Source: an optimization exercise on an open RTL-to-GDS flow (aim: small area, a short achievable clock period and few clock cycles per item). Production flows keep margins and buffers that such runs may drop.
The RTL was checked by simulation tests, not by an equivalence proof against the original design.
Power is estimated from default activity; no workload was simulated.

// wide_add_pipe
module wide_add_pipe #(
  parameter int WIDTH  = 256,
  parameter int LANE_W = 64,
  parameter int EN_W   = 8,
  parameter int CNT_W  = 16
) (
  input  logic             clk,
  input  logic             rst,
  input  logic             in_valid,
  output logic             in_ready,
  input  logic [WIDTH-1:0] op1,
  input  logic [WIDTH-1:0] op2,
  input  logic             sub,
  input  logic [EN_W-1:0]  en1,
  input  logic [EN_W-1:0]  en2,
  output logic             out_valid,
  input  logic             out_ready,
  output logic [WIDTH-1:0] res,
  output logic             carry_out,
  output logic [CNT_W-1:0] drop_cnt
);
  localparam int BLK_W = 8;                 
  localparam int SUP_W = 128;                
  localparam int NS    = WIDTH / SUP_W;     
  localparam int M     = SUP_W / BLK_W;     
  localparam int LVM   = (M > 16) ? 5 : (M > 8) ? 4 : (M > 4) ? 3 : (M > 2) ? 2 : 1;
  logic             advance;
  logic             gate;
  logic             is_sub;
  logic [WIDTH-1:0] b_in;
  assign gate = &(en1 ^ en2);
  assign advance  = !out_valid || out_ready;
  assign in_ready = advance;
  assign is_sub = (sub == wide_add_pkg::SUB);
  assign b_in   = op2 ^ {WIDTH{is_sub}};
  logic valid_q;
  always_ff @(posedge clk) begin
    if (rst) begin
      valid_q <= 1'b0;
    end else if (advance) begin
      valid_q <= in_valid && gate;
    end
  end
  logic [NS-1:0] sg_q;    
  logic [NS-1:0] sp_q;    
  logic [NS:0]   sc;      
  for (genvar s = 0; s < NS; s++) begin : g_sup
    logic [SUP_W-1:0] bsum;
    logic [M-1:0]     bg;
    logic [M-1:0]     bp;
    for (genvar m = 0; m < M; m++) begin : g_blk
      localparam int LO = s * SUP_W + m * BLK_W;
      logic [BLK_W-1:0] a;
      logic [BLK_W-1:0] b;
  ...
Size: roughly 2500 cells after synthesis.
==> flow/config.mk <==
export PLATFORM = sky130hd
export DESIGN_NAME = wide_add_pipe
export DESIGN_NICKNAME = wide_add_pipe
export VERILOG_FILES = /design/flow/design.v
export SDC_FILE = /design/flow/constraint.sdc
export NUM_CORES = 4
export LEC_CHECK = 0
export CAP_MARGIN = 20
export CORE_MARGIN = 2
export CORE_UTILIZATION = 40
export CTS_BUF_LIST = sky130_fd_sc_hd__clkbuf_8 sky130_fd_sc_hd__clkbuf_4
export GPL_ROUTABILITY_DRIVEN = 0
export SETUP_SLACK_MARGIN = 0.8
export SLEW_MARGIN = 20
==> flow/constraint.sdc <==
create_clock -name core_clock -period 4.2 [get_ports {clk}]
set_input_delay 0.8400 -clock core_clock [delete_from_list [all_inputs] [get_ports {clk}]]
set_output_delay 0.8400 -clock core_clock [all_outputs]
set_load 0.01 [all_outputs]
standard.sh (not shown) runs the stock make flow with config.mk's settings and CLKGATE_MAP_FILE= SYNTH_SCRIPT=/design/flow/synth_recipe.tcl, a recipe that flattens the netlist after the stock synthesis.
==> flow/flow/run.sh <==
#!/bin/bash
# Layout flow: the standard ORFS flow (standard.sh, including its
# standard synthesis), with plain buffers instead of ORFS's default
# delay-buffer cell for the port buffers that global placement inserts.
# Every input and output port still gets its own buffer.
set -euo pipefail
export BUFFER_PORTS_ARGS="-buffer_cell sky130_fd_sc_hd__buf_1"
bash standard.sh "BUFFER_PORTS_ARGS=$BUFFER_PORTS_ARGS" finish > flow_standard.log 2>&1
The starting point ran to the end with no violations.
Testbench counts at the start, summed over its fixed seeds: cycles 2,403, items 2,400.
Next try:
--- a/flow/config.mk
+++ b/flow/config.mk
@@ -6,9 +6,8 @@
 export NUM_CORES = 4
 export LEC_CHECK = 0
-export CAP_MARGIN = 20
+export CAP_MARGIN = 0
 export CORE_MARGIN = 2
 export CORE_UTILIZATION = 40
 export CTS_BUF_LIST = sky130_fd_sc_hd__clkbuf_8 sky130_fd_sc_hd__clkbuf_4
-export GPL_ROUTABILITY_DRIVEN = 0
 export SETUP_SLACK_MARGIN = 0.8
-export SLEW_MARGIN = 20
+export SLEW_MARGIN = 0
=> The new run went through all stages and came out clean. Die area is unchanged. First-iteration DRC count stays the same. Total power stays the same. Sequential share of layout area does not change. Wire length does not change.
Next try:
--- a/flow/config.mk
+++ b/flow/config.mk
@@ -6,8 +6,8 @@
 export NUM_CORES = 4
 export LEC_CHECK = 0
-export CAP_MARGIN = 0
+export CAP_MARGIN = 20
 export CORE_MARGIN = 2
 export CORE_UTILIZATION = 40
-export CTS_BUF_LIST = sky130_fd_sc_hd__clkbuf_8 sky130_fd_sc_hd__clkbuf_4
 export SETUP_SLACK_MARGIN = 0.8
-export SLEW_MARGIN = 0
+export SLEW_MARGIN = 20
+export TNS_END_PERCENT = 10
Die area stays the same.
Routed wire length rises by 2.5%.
Maximum frequency falls by about 2.8%.
Global-route usage rises by 0.39 points.
Final cell count falls by about 1.4%.
Final area stays flat.
Clock-buffer cell count falls by 33.
Sequential power stays flat.
Worst setup slack got worse by 0.098 ns.
Next try:
--- a/flow/config.mk
+++ b/flow/config.mk
@@ -9,5 +9,6 @@
 export CORE_MARGIN = 2
 export CORE_UTILIZATION = 40
+export CTS_BUF_LIST = sky130_fd_sc_hd__clkbuf_8 sky130_fd_sc_hd__clkbuf_4
+export PLACE_DENSITY = 0.75
 export SETUP_SLACK_MARGIN = 0.8
 export SLEW_MARGIN = 20
-export TNS_END_PERCENT = 10
What happened: Wire length grows by 1.2%. Via count grows by about 3.5%. Fmax grows by 1.2%. Register-to-register slack gains 0.03 ns. Combinational power grows by about 3%. Worst setup slack gains 0.042 ns. Clock-buffer cell count grows by 20. Power shrinks by 3.3%. Die area does not change.
Next try:
--- a/flow/config.mk
+++ b/flow/config.mk
@@ -8,7 +8,5 @@
 export CAP_MARGIN = 20
 export CORE_MARGIN = 2
-export CORE_UTILIZATION = 40
-export CTS_BUF_LIST = sky130_fd_sc_hd__clkbuf_8 sky130_fd_sc_hd__clkbuf_4
-export PLACE_DENSITY = 0.75
+export CORE_UTILIZATION = 55
 export SETUP_SLACK_MARGIN = 0.8
 export SLEW_MARGIN = 20
Result:
- The new run died in I/O pin placement (3_2_place_iop)
- synthesized cell count does not change
- area after synthesis does not change

separate check: timing with driven ports:
No port has a modelled driver above. Below, the same layouts with a new extraction and two added sets of constraints.
Step 1 (the two cells are an assumption about what drives the block):
set clk [get_ports {clk}]
set_driving_cell -lib_cell sky130_fd_sc_hd__clkbuf_16 $clk
set_driving_cell -lib_cell sky130_fd_sc_hd__buf_2 [delete_from_list [all_inputs] $clk]
Step 2 also shifts input and output timing later by t, the mid clock arrival at the registers, as if the neighbouring blocks saw the same clock.
a / b / c = no drivers / after step 1 / after step 2; a / b = the first two.
run | t, ns | setup slack, ns | worst hold slack (ns) | cell pins on the clock port's net
the first run | 0.667 | 0.817 / 0.831 / 0.164 | 0.473 / 0.438 / 0.547 | 1
the second run | 0.667 | 0.817 / 0.831 / 0.164 | 0.473 / 0.438 / 0.547 | 1
the third run | 0.618 | 0.719 / 0.700 / 0.082 | 0.531 / 0.525 / 0.531 | 1
the fourth run | 0.685 | 0.761 / 0.761 / 0.076 | 0.459 / 0.423 / 0.534 | 1
After both steps every run listed still meets setup and hold. For the fourth run, which loses most, drivers alone change the setup slack by 0.000 ns; drivers and shift together by -0.685 ns.
